From an optimization exercise on the open Yosys and OpenROAD flow, aimed at small area, a short achievable clock period and few clock cycles per item; shortcuts taken in it are not production practice. No run shown here included a check of the RTL's function; only the layout flow was run.

==> flow/design.v (outline; a module is shown in full before it is edited, if it fits) <==
// module mandel_engine: 188 lines
// module mandel_s1: 1851 lines
// module mandel_s2: 429 lines
module mandel_engine #(
  parameter int W       = 16,
  parameter int FRAC    = 12,
  parameter int ITER_W  = 16,
  parameter int COORD_W = 9
) (
  input  logic               clk,
  input  logic               rst,
  input  logic               cfg_start,
  input  logic [COORD_W-1:0] cfg_pix_w,
  input  logic [COORD_W-1:0] cfg_pix_h,
  input  logic [W-1:0]       cfg_cxs,
  input  logic [W-1:0]       cfg_cys,
  input  logic [W-1:0]       cfg_dcx,
  input  logic [W-1:0]       cfg_dcy,
  input  logic [ITER_W-1:0]  cfg_max_iter,
  input  logic               abort,
  output logic               busy,
  output logic               done,
  output logic               out_valid,
  input  logic               out_ready,
  output logic [COORD_W-1:0] out_x,
  output logic [COORD_W-1:0] out_y,
  output logic [ITER_W-1:0]  out_iter,
  output logic               out_inside
);
  // ...
==> flow/run.sh <==
#!/bin/bash
# synth_recipe.tcl (not shown) runs the flow's synth.tcl, then flattens the netlist and writes it again
# the make line also repeats each setting of config.mk as NAME=value (left out here)
make -C /OpenROAD-flow-scripts/flow DESIGN_CONFIG=/design/flow/config.mk WORK_HOME=/design/flow/orfs CLKGATE_MAP_FILE= SYNTH_SCRIPT=/design/flow/synth_recipe.tcl finish
==> flow/config.mk <==
export PLATFORM = sky130hd
export DESIGN_NAME = mandel_engine
export DESIGN_NICKNAME = mandel_engine
export VERILOG_FILES = /design/flow/design.v
export SDC_FILE = /design/flow/constraint.sdc
export NUM_CORES = 4
export LEC_CHECK = 0
export ABC_CLOCK_PERIOD_IN_PS = 5000
export CAP_MARGIN = 20
export CORE_MARGIN = 2
export CORE_UTILIZATION = 40
export SETUP_SLACK_MARGIN = 5
export SLEW_MARGIN = 20
==> flow/constraint.sdc <==
create_clock -name core_clock -period 12.0 [get_ports {clk}]
set_input_delay 2.4000 -clock core_clock [delete_from_list [all_inputs] [get_ports {clk}]]
set_output_delay 2.4000 -clock core_clock [all_outputs]
set_load 0.01 [all_outputs]
==> flow_summary.json, run 1 <==
{
  "status": "finished clean",
  "critPathBufInv": 3,
  "die_area_um2": 96000,
  "design_area_um2": 42600,
  "synth.avg_cell_area_um2": 9.85,
  "n_clock_buffer": 100,
  "antenna_cells": 0,
  "hold_ws_ns": 0.323,
  "cap_viol_max_count": 0,
  "min_path_cells": 0,
  "grt_usage_pct": 18.9,
  "htree_levels": 3,
  "crit_path_start_kind": "register",
  "nNonClkInverters": 647,
  "cts_setup_buffers": 0,
  "nonClockBufferCount": 176,
  "antenna_found_initial": 7,
  "multi_input_gates": 2376,
  "synthArstFlopShare_pct": 0,
  "cp-endpoint": "p2[140]$_DFF_P_",
  "largest_cell_class": "multi-input gates",
  "grt_max_degree": 69,
  "worst_ep_required_time_ns": 12.50,
  "layout-drive-gt1-share_pct": 7.80,
  "r2r_cells": 9,
  "clock_area_share_pct": 5.94
}
==> inputs of run 2 (changes only) <==
==> flow/flow/run.sh (new file) <==
#!/bin/bash
set -euo pipefail
bash standard.sh SETUP_SLACK_MARGIN=8.5 finish > flow_make.log 2>&1
==> flow/standard.sh (new file) <==
#!/bin/bash
# synth_recipe.tcl (not shown) runs the flow's synth.tcl, then flattens the netlist and writes it again
# the make line also repeats each setting of config.mk as NAME=value (left out here)
make -C /OpenROAD-flow-scripts/flow DESIGN_CONFIG=/design/flow/config.mk WORK_HOME=/design/flow/orfs CLKGATE_MAP_FILE= SYNTH_SCRIPT=/design/flow/synth_recipe.tcl "${@:-finish}"
removed: flow/run.sh
==> flow_summary.json, run 2 <==
{
  "coreArea_um2": 93000,
  "layout-drive-gt1-share_pct": 16.7,
  "place.gp.congestion": 0.876,
  "min_from": "sy2[4]$_DFF_P_",
  "die_area_um2": 96000,
  "fin_setup_tns_ns": 0,
  "slowest_delay_ns": 0.48,
  "maxSlewHeadroom_pct": 34.3,
  "final_hold_viol_count": 0,
  "synth_largest_area_cell": "dfxtp_1",
  "rows": 112,
  "synth_edf_count": 169,
  "grt_max_degree": 77,
  "yosys.area.top_type_share_pct": 23.3,
  "path_cells": "inv_2 > fa_1 > inv_1 > fa_1 > ha_4 > nor4_4 > o211a_1 > nand4b_1 > buf_4 > a31o_4 > a221o_1 > buf_4 > buf_4 > xnor2_1 > o21ai_0",
  "layout.cells.most_common_list": "inv_1, dfxtp_1, fa_1, nor2_1, nand2_1",
  "num_io_pins": 141,
  "grt_pass1_vias": 27237,
  "cp_common_cell": "buf_4",
  "hold_ws_ns": 0.319,
  "worst_ep_required_time_ns": 12.49,
  "rsz0062_at_grt": "true",
  "drt_iter0_markers": 1925,
  "synthArstFlopShare_pct": 0,
  "syn-cell-area_um2": 37400,
  "cts_hold_buf": 0,
  "end_kind": "register",
  "critical_path.slowest_cell": "fa_1",
  "drtPass1Iterations": 6,
  "fin_skew_ns": 0.0466,
  "clk_latency_ns": 0.64,
  "fin_crit_ns": 3.81,
  "synth_common_cells": "inv_1, dfxtp_1, fa_1",
  "synth.most_common_cell": "inv_1",
  "grt_overflow_total": 0,
  "status": "finished clean",
  "cts_buffer_depth": 3,
  "hold_path.class": "reg -> reg",
  "crit_fanout": 3,
  "yosys_warnings": 1,
  "largest_register_ffs": 202,
  "worst_pin_slew_ns": 0.986,
  "ant_nets": 0,
  "drcViolationCount": 0,
  "cap_viol_max_count": 0,
  "ys_seq_elements": 604,
  "fin_util_pct": 48.9,
  "fmax_mhz": 263,
  "regMostFlops": "p2",
  "reg2reg_from": "p2[10]$_DFF_P_",
  "maxSlewViolCount": 0,
  "synth.area.top_cells": "dfxtp_1, fa_1, edfxtp_1, ha_1, inv_1",
  "numCtsBuffers": 71,
  "design_area_um2": 45500,
  "antenna_found_initial": 5,
  "synth_cell_types": 84,
  "yosysSeqAreaShare_pct": 36.8,
  "cp_data_arrival_time_ns": 4.30,
  "nets": 4718,
  "syn-num-nets": 4475,
  "port_buffers": 140,
  "syn_to_final_growth_pct": 21.6,
  "die_height_um": 310,
  "cp-startpoint": "p2[10]$_DFF_P_",
  "period_share_pct": 31.7,
  "die_x_um": 310,
  "place_hpwl_mm": 66.8,
  "wl_per_cell_um": 18.3,
  "drt-total-wl_mm": 97.9,
  "path_clk_slew_ns": 0.06,
  "setup_violations": 0,
  "grt_pass1_wl_mm": 151,
  "grt_usage_pct": 20.2,
  "cts_tree": "done",
  "cts_sinks": 604,
  "synth.avg_cell_area_um2": 9.85,
  "cts_root_buffer": "clkbuf_16",
  "start_util_pct": 40.2,
  "crit_path_start_kind": "register",
  "htree_levels": 3,
  "drt-vias-per-instance": 5.07,
  "vias": 27169,
  "syn-instance-count": 3801,
  "synth_top_flop_cell": "dfxtp_1",
  "final_common_cell": "inv_1",
  "place_area_um2": 40100,
  "path_class": "reg -> reg"
}
==> run 2: cell counts after synthesis <==
Identical to the previous run, type by type.
==> run 2: worst paths after layout <==
path | endpoint | slack, ns | depth (start not counted)
hold / removal | sy1[4]$_DFF_P_ | 0.32 | 0
setup reg to reg | x1[10]$_DFF_P_ | 8.19 | 15
setup / recovery | x1[10]$_DFF_P_ | 8.19 | 15
hold reg to reg | sy1[4]$_DFF_P_ | 0.32 | 0
==> run 2: cell type report <==
type                       instances  area, um2
fill                            8587      47500
multi-input combinational       2378      21400
timing repair buffer             342       3600
clock buffer                     100       2030
inverter                         647       2570
sequential                       604      13900
clock inverter                    31        465
tap                             1254       1570
antenna                            1       2.50
==> run 2: per-stage QoR <==
step                cells  setup slack [ns]
finish               5357              8.19
global route         5356              8.05
CTS                  5288              8.20
detailed placement   5056              7.48
global placement     5056              7.54
floorplan            3801              8.46
==> run 2: critical path: cells and delay by family, from the launching register on <==
kind | cells | cell delay [ns]
adder cells (fa/ha/maj) | 3 | 1.15
AO/OA/AOI/OAI | 4 | 1.11
buffers and inverters | 5 | 0.56
AND/OR/NAND/NOR | 2 | 0.37
flip-flops | 1 | 0.35
XOR/XNOR | 1 | 0.10
==> run 2: logic make-up (layout without fill, tap and decap cells) <==
logic type	count (synthesis)	count (layout)	share of synthesized area [%]
xor+xnor	241	241	5.68
simple gates	859	860	10.5
mux	95	96	2.81
buf+inv	821	1120	8.27
compound gates	608	608	9.89
flops	604	604	36.8
other cells	0	1	0
fa+ha+maj	573	573	26.1
==> run 2: what timing repair did <==
item | in CTS | in global routing
resized for setup | 372 | 112
setup buffers | 87 | 59
cloned | 14 | 9
endpoints found under the setup margin | 240 | 120
pin swaps | 68 | 55
==> run 2: routing by layer <==
metal	global-route usage, %	part of all wire [%]
met5	0	0.074
met2	34.3	48
met3	3.27	6.4
met4	6.29	3.4
met1	26.4	42
==> inputs of run 3 (changes only) <==
--- a/flow/config.mk
+++ b/flow/config.mk
@@ -7,6 +7,6 @@
 export LEC_CHECK = 0
-export ABC_CLOCK_PERIOD_IN_PS = 5000
+export ABC_CLOCK_PERIOD_IN_PS = 3500
 export CAP_MARGIN = 20
 export CORE_MARGIN = 2
-export CORE_UTILIZATION = 40
+export CORE_UTILIZATION = 55
 export SETUP_SLACK_MARGIN = 5
==> flow_summary.json, run 3 <==
{
  "synth_top_flop_cell": "dfxtp_1",
  "htree_levels": 3,
  "wl_per_cell_um": 20.3,
  "top_layer": "met5",
  "syn-instance-count": 3801,
  "maxSlewHeadroom_pct": 40.4,
  "dp_slack_ns": 7.09,
  "regMostFlops": "p2",
  "cap_viol_max_count": 0,
  "cp-startpoint": "p2[107]$_DFF_P_",
  "vias": 27769,
  "synth_largest_area_cell": "dfxtp_1",
  "synth_edf_count": 169,
  "period_share_pct": 32.5,
  "synth.avg_cell_area_um2": 9.85,
  "place_hpwl_mm": 68.5,
  "cts_tree": "done",
  "fin_setup_tns_ns": 0,
  "cts_root_buffer": "clkbuf_16",
  "grt_max_degree": 57,
  "cts_sinks": 604,
  "yosysSeqAreaShare_pct": 36.8,
  "seq_area_um2": 13900,
  "maxSlewViolCount": 0,
  "yosys.area.top_type_share_pct": 23.3,
  "cts_buffer_depth": 3,
  "nets": 4734,
  "met3WireLength_mm": 7.15,
  "drt_iter0_markers": 2109,
  "reg2reg_to": "out_inside$_DFFE_PP_",
  "syn-cell-area_um2": 37400,
  "place.gp.congestion": 0.889,
  "synth.most_common_cell": "inv_1",
  "hold_path.class": "reg -> reg",
  "fmax_mhz": 257,
  "crit_fanout": 2,
  "reg2reg_slack_ns": 8.11,
  "grt_pass1_wl_mm": 159,
  "cp_data_arrival_time_ns": 4.34,
  "path_clk_slew_ns": 0.06,
  "reg2reg_from": "p2[107]$_DFF_P_",
  "fin_ws_ns": 8.11,
  "crit_path_start_kind": "register",
  "end_kind": "register",
  "nFillCells": 5315,
  "ys_seq_elements": 604,
  "final_common_cell": "inv_1",
  "cts_hold_buf": 0,
  "multi_input_area_um2": 21600,
  "largest_register_ffs": 202,
  "drt-met1-wl_mm": 41.4,
  "rows": 95,
  "fin_crit_ns": 3.89,
  "layout-drive-gt1-share_pct": 18.0,
  "setup_violations": 0,
  "cp-endpoint": "out_inside$_DFFE_PP_",
  "die_x_um": 265,
  "synthArstFlopShare_pct": 0,
  "syn-num-nets": 4475,
  "wl_met2_mm": 48.1,
  "drtPass1Iterations": 9,
  "port_buffers": 140,
  "min_from": "hold1$_DFF_P_",
  "start_util_pct": 55.6,
  "synth_cell_types": 84,
  "worst_ep_required_time_ns": 12.45,
  "yosys_warnings": 1,
  "place_area_um2": 39600,
  "grt_pass1_vias": 28850,
  "design_area_um2": 45300,
  "grt_usage_pct": 28.9,
  "path_class": "reg -> reg",
  "final_hold_viol_count": 0,
  "drt-vias-per-instance": 5.57,
  "r2r_cells": 13,
  "worst_pin_slew_ns": 0.893,
  "die_area_um2": 70200,
  "synth_common_cells": "inv_1, dfxtp_1, fa_1",
  "layout.cells.most_common_list": "inv_1, dfxtp_1, fa_1, nor2_1, nand2_1",
  "fin_skew_ns": 0.0215,
  "rsz0062_at_grt": "true",
  "drt-total-wl_mm": 101,
  "status": "finished clean",
  "die_height_um": 265,
  "syn_to_final_growth_pct": 20.9,
  "grt_overflow_total": 0,
  "coreArea_um2": 67300,
  "antenna_found_initial": 5,
  "numCtsBuffers": 69,
  "drcViolationCount": 0,
  "synth.area.top_cells": "dfxtp_1, fa_1, edfxtp_1, ha_1, inv_1",
  "ant_nets": 0,
  "clk_latency_ns": 0.62,
  "num_io_pins": 141
}
-- run 3: cell counts after synthesis --
Identical to the previous run, type by type.
-- run 3: how the worst min path moves through the flow --
stage / to / cells past startpoint / slack, ns
2_1_floorplan: cx2[14]$_DFF_P_ / 0 / 0.31
3_3_place_gp: sx1[9]$_DFF_P_ / 0 / 0.31
3_5_place_dp: sx1[6]$_DFF_P_ / 0 / 0.31
4_1_cts: hold2$_DFF_P_ / 0 / 0.32
5_1_grt: hold2$_DFF_P_ / 0 / 0.32
6_report: hold2$_DFF_P_ / 0 / 0.32
-- run 3: repair_timing --
item / 4_1_cts / 5_1_grt
setup endpoints to repair: 309 / 132
gates cloned: 17 / 5
buffers inserted: 93 / 76
pin swaps: 70 / 77
resized for setup: 419 / 123
-- run 3: through the flow --
| step | std cells | hold slack, ns | util, % |
|---|---|---|---|
| 6_report | 4989 | 0.317 | 67.3 |
| 5_1_grt | 4989 | 0.319 | 67.3 |
| 4_1_cts | 4907 | 0.319 | 65.6 |
| 3_5_place_dp | 4671 | 0.312 | 58.9 |
| 3_3_place_gp | 4671 | 0.311 | 58.9 |
| 2_1_floorplan | 3801 | 0.310 | - |
-- run 3: cells by family after synthesis --
logic type	Yosys count	share of synthesized area (%)
compound gates	608	9.89
xor+xnor	241	5.68
fa+ha+maj	573	26.1
buf+inv	821	8.27
flops	604	36.8
simple gates	859	10.5
mux	95	2.81
-- run 3: area by class of cell --
class                           count  area share [%]
Sequential cell                   604            30.7
Multi-Input combinational cell   2379            47.6
Clock buffer                       91            4.43
Clock inverter                     35           0.788
Tap cell                          873            2.41
Inverter                          647            5.68
Timing Repair Buffer              359            8.35
Antenna cell                        1         0.00553
-- run 3: per-layer routing --
metal	up-vias	global-route usage, %
met2	978	48.1
met5	-	0
met3	289	4.83
li1	12888	-
met4	8	11.2
met1	13606	37.9
-- run 3: critical path, stage by stage (launching register included) --
cell and delay (ns):
dfxtp_2 0.32, fa_1 0.52, inv_1 0.05, fa_1 0.47, inv_1 0.04, ha_1 0.26
and3_4 0.16, a2111o_1 0.41, a31oi_4 0.30, o21ai_2 0.11, buf_6 0.15, or3b_4 0.39
a311o_1 0.31, a31oi_2 0.23
==> inputs of run 4 (changes only) <==
==> flow/flow/run.sh (replaced) <==
#!/bin/bash
set -euo pipefail
bash standard.sh SETUP_SLACK_MARGIN=9.0 finish > flow_make.log 2>&1
--- a/flow/config.mk
+++ b/flow/config.mk
@@ -10,3 +10,3 @@
 export CORE_MARGIN = 2
-export CORE_UTILIZATION = 55
+export CORE_UTILIZATION = 40
 export SETUP_SLACK_MARGIN = 5
==> flow_summary.json, run 4 <==
{
  "yosys_warnings": 1,
  "maxSlewViolCount": 0,
  "synthArstFlopShare_pct": 0,
  "htree_levels": 3,
  "place_hpwl_mm": 66.1,
  "dp_slack_ns": 7.56,
  "numCtsBuffers": 70,
  "drt-total-wl_mm": 105,
  "fin_setup_tns_ns": 0,
  "antenna_found_initial": 2,
  "synth.area.top_cells": "dfxtp_1, fa_1, edfxtp_1, ha_1, inv_1",
  "drt-vias-per-instance": 5.16,
  "cp_data_arrival_time_ns": 4.32,
  "grt_pass1_vias": 28290,
  "path_clk_slew_ns": 0.06,
  "period_share_pct": 31.6,
  "syn-instance-count": 3801,
  "layout.cells.most_common_list": "inv_1, dfxtp_1, nor2_1, nand2_1, fa_1",
  "fmax_mhz": 264,
  "status": "finished clean",
  "nets": 4873,
  "fin_skew_ns": 0.0253,
  "ant_nets": 0,
  "rows": 112,
  "die_x_um": 310,
  "yosys.area.top_type_share_pct": 23.3,
  "fin_ws_ns": 8.21,
  "final_hold_viol_count": 0,
  "syn-cell-area_um2": 37400,
  "worst_pin_slew_ns": 0.964,
  "fin_crit_ns": 3.79,
  "cts_root_buffer": "clkbuf_16",
  "regMostFlops": "p2",
  "final_common_cell": "inv_1",
  "largest_register_ffs": 202,
  "layout-drive-gt1-share_pct": 27.5,
  "nFillCells": 8168,
  "clk_latency_ns": 0.64,
  "drt_iter0_markers": 2362,
  "worst_ep_required_time_ns": 12.53,
  "ys_seq_elements": 604,
  "grt_pass1_wl_mm": 161,
  "reg2reg_slack_ns": 8.21,
  "vias": 28458,
  "synth_cell_types": 84,
  "drcViolationCount": 0,
  "die_area_um2": 96000,
  "cts_sinks": 604,
  "synth.most_common_cell": "inv_1",
  "crit_path_start_kind": "register",
  "place.gp.congestion": 0.868,
  "cts_buffer_depth": 3,
  "coreArea_um2": 93000,
  "synth_largest_area_cell": "dfxtp_1",
  "die_height_um": 310,
  "synth_edf_count": 169,
  "port_buffers": 140,
  "path_class": "reg -> reg",
  "grt_overflow_total": 0,
  "end_kind": "register",
  "hold_ws_ns": 0.312,
  "synth_common_cells": "inv_1, dfxtp_1, fa_1",
  "syn_to_final_growth_pct": 29.5,
  "setup_violations": 0,
  "grt_max_degree": 78,
  "syn-num-nets": 4475,
  "synth_top_flop_cell": "dfxtp_1",
  "crit_fanout": 3,
  "cts_tree": "done",
  "synth.avg_cell_area_um2": 9.85,
  "multi_input_area_um2": 22600,
  "num_io_pins": 141,
  "wl_per_cell_um": 19.1,
  "rsz0062_at_grt": "true",
  "start_util_pct": 40.2,
  "grt_usage_pct": 21.6,
  "hold_path.class": "reg -> reg",
  "maxSlewHeadroom_pct": 35.7,
  "yosysSeqAreaShare_pct": 36.8,
  "seq_area_um2": 13900,
  "antenna_cells": 0,
  "drtPass1Iterations": 6,
  "cap_viol_max_count": 0
}
==> run 4: final timing paths <==
check	endpoint	from	depth (start not counted)
max	x1[11]$_DFF_P_	p2[31]$_DFF_P_	14
min	cx2[14]$_DFF_P_	cx1[14]$_DFF_P_	0
max reg2reg	x1[11]$_DFF_P_	p2[31]$_DFF_P_	14
min reg2reg	cx2[14]$_DFF_P_	cx1[14]$_DFF_P_	0
==> run 4: stage by stage <==
stage | cells | instance area [um2] | utilization, %
floorplan | 3801 | 38500 | -
global placement | 5046 | 40500 | 43.5
detailed placement | 5046 | 40500 | 43.5
CTS | 5431 | 47000 | 50.5
global route | 5511 | 48500 | 52.1
finish | 5511 | 48500 | 52.1
==> run 4: timing repair <==
action,CTS,global route
endpoints found under the setup margin,339,269
cloned,24,2
setup buffers,231,78
hold buffers,0,0
pin swaps,165,177
gates resized for setup,645,227
==> run 4: layout make-up <==
| class | instances | share of cell area, % |
|---|---|---|
| Clock buffer | 106 | 4.27 |
| Multi-Input combinational cell | 2379 | 46.7 |
| Sequential cell | 604 | 28.7 |
| Tap cell | 1254 | 3.24 |
| Inverter | 647 | 5.49 |
| Clock inverter | 24 | 0.658 |
| Timing Repair Buffer | 497 | 11.0 |
==> run 4: cell families (layout without fill, tap and decap cells) <==
group,count (synthesis),count (layout),synth area share [%]
buffers and inverters,821,1274,8.27
xor gates and xnor gates,241,241,5.68
AOI/OAI and AO/OA,608,608,9.89
and+or+nand+nor,859,862,10.5
adders and majority gates,573,573,26.1
DFF,604,604,36.8
muxes,95,95,2.81
==> run 4: routing by layer <==
layer | GRT usage, % | routed length [um] | vias to the layer above
met5 | 0 | 26 | -
met4 | 8.11 | 4430 | 4
met3 | 4.43 | 8180 | 288
met2 | 35.2 | 49200 | 1075
met1 | 28.5 | 43500 | 13910
li1 | - | - | 13181
==> run 4: worst max-delay path, cell delays in order, from the launching register on <==
cell and delay, ns:
dfxtp_2 0.33, inv_2 0.04, fa_1 0.50, inv_1 0.06
fa_1 0.45, ha_1 0.33, and4_4 0.20, o211ai_1 0.17
nand4b_1 0.27, a31o_4 0.31, a221o_1 0.41, a21oi_2 0.21
buf_4 0.14, xnor2_1 0.06, o21ai_1 0.21

-- static timing again, ports no longer ideal --
The results above use ideal ports. As a check the final layouts listed here were re-extracted and re-timed, cells and wires unchanged.
Step 1 assumes that a clkbuf_16 drives the clock port and a buf_2 every other input.
Step 2 moves the port delays by t, midway between the first and last clock arrival at a register: inputs arrive t later, outputs are due t later. That takes back most of the time a late clock gives input paths.
Slacks: ideal ports / drivers / drivers and shift; pairs: ideal ports / drivers.
| run | t, ns | setup WS [ns] | latest minus earliest clock arrival (ns) |
|---|---|---|---|
| run 1 | 0.693 | 6.879 / 6.879 / 6.879 | 0.044 / 0.044 |
| run 2 | 0.684 | 8.191 / 8.191 / 7.987 | 0.048 / 0.048 |
| run 3 | 0.679 | 8.105 / 8.105 / 7.967 | 0.023 / 0.024 |
| run 4 | 0.698 | 8.211 / 8.211 / 8.211 | 0.028 / 0.028 |
After both steps setup and hold are still met in every run listed. The setup slack of run 2, which loses most, moves by 0.000 ns with the drivers and by -0.204 ns with both steps.
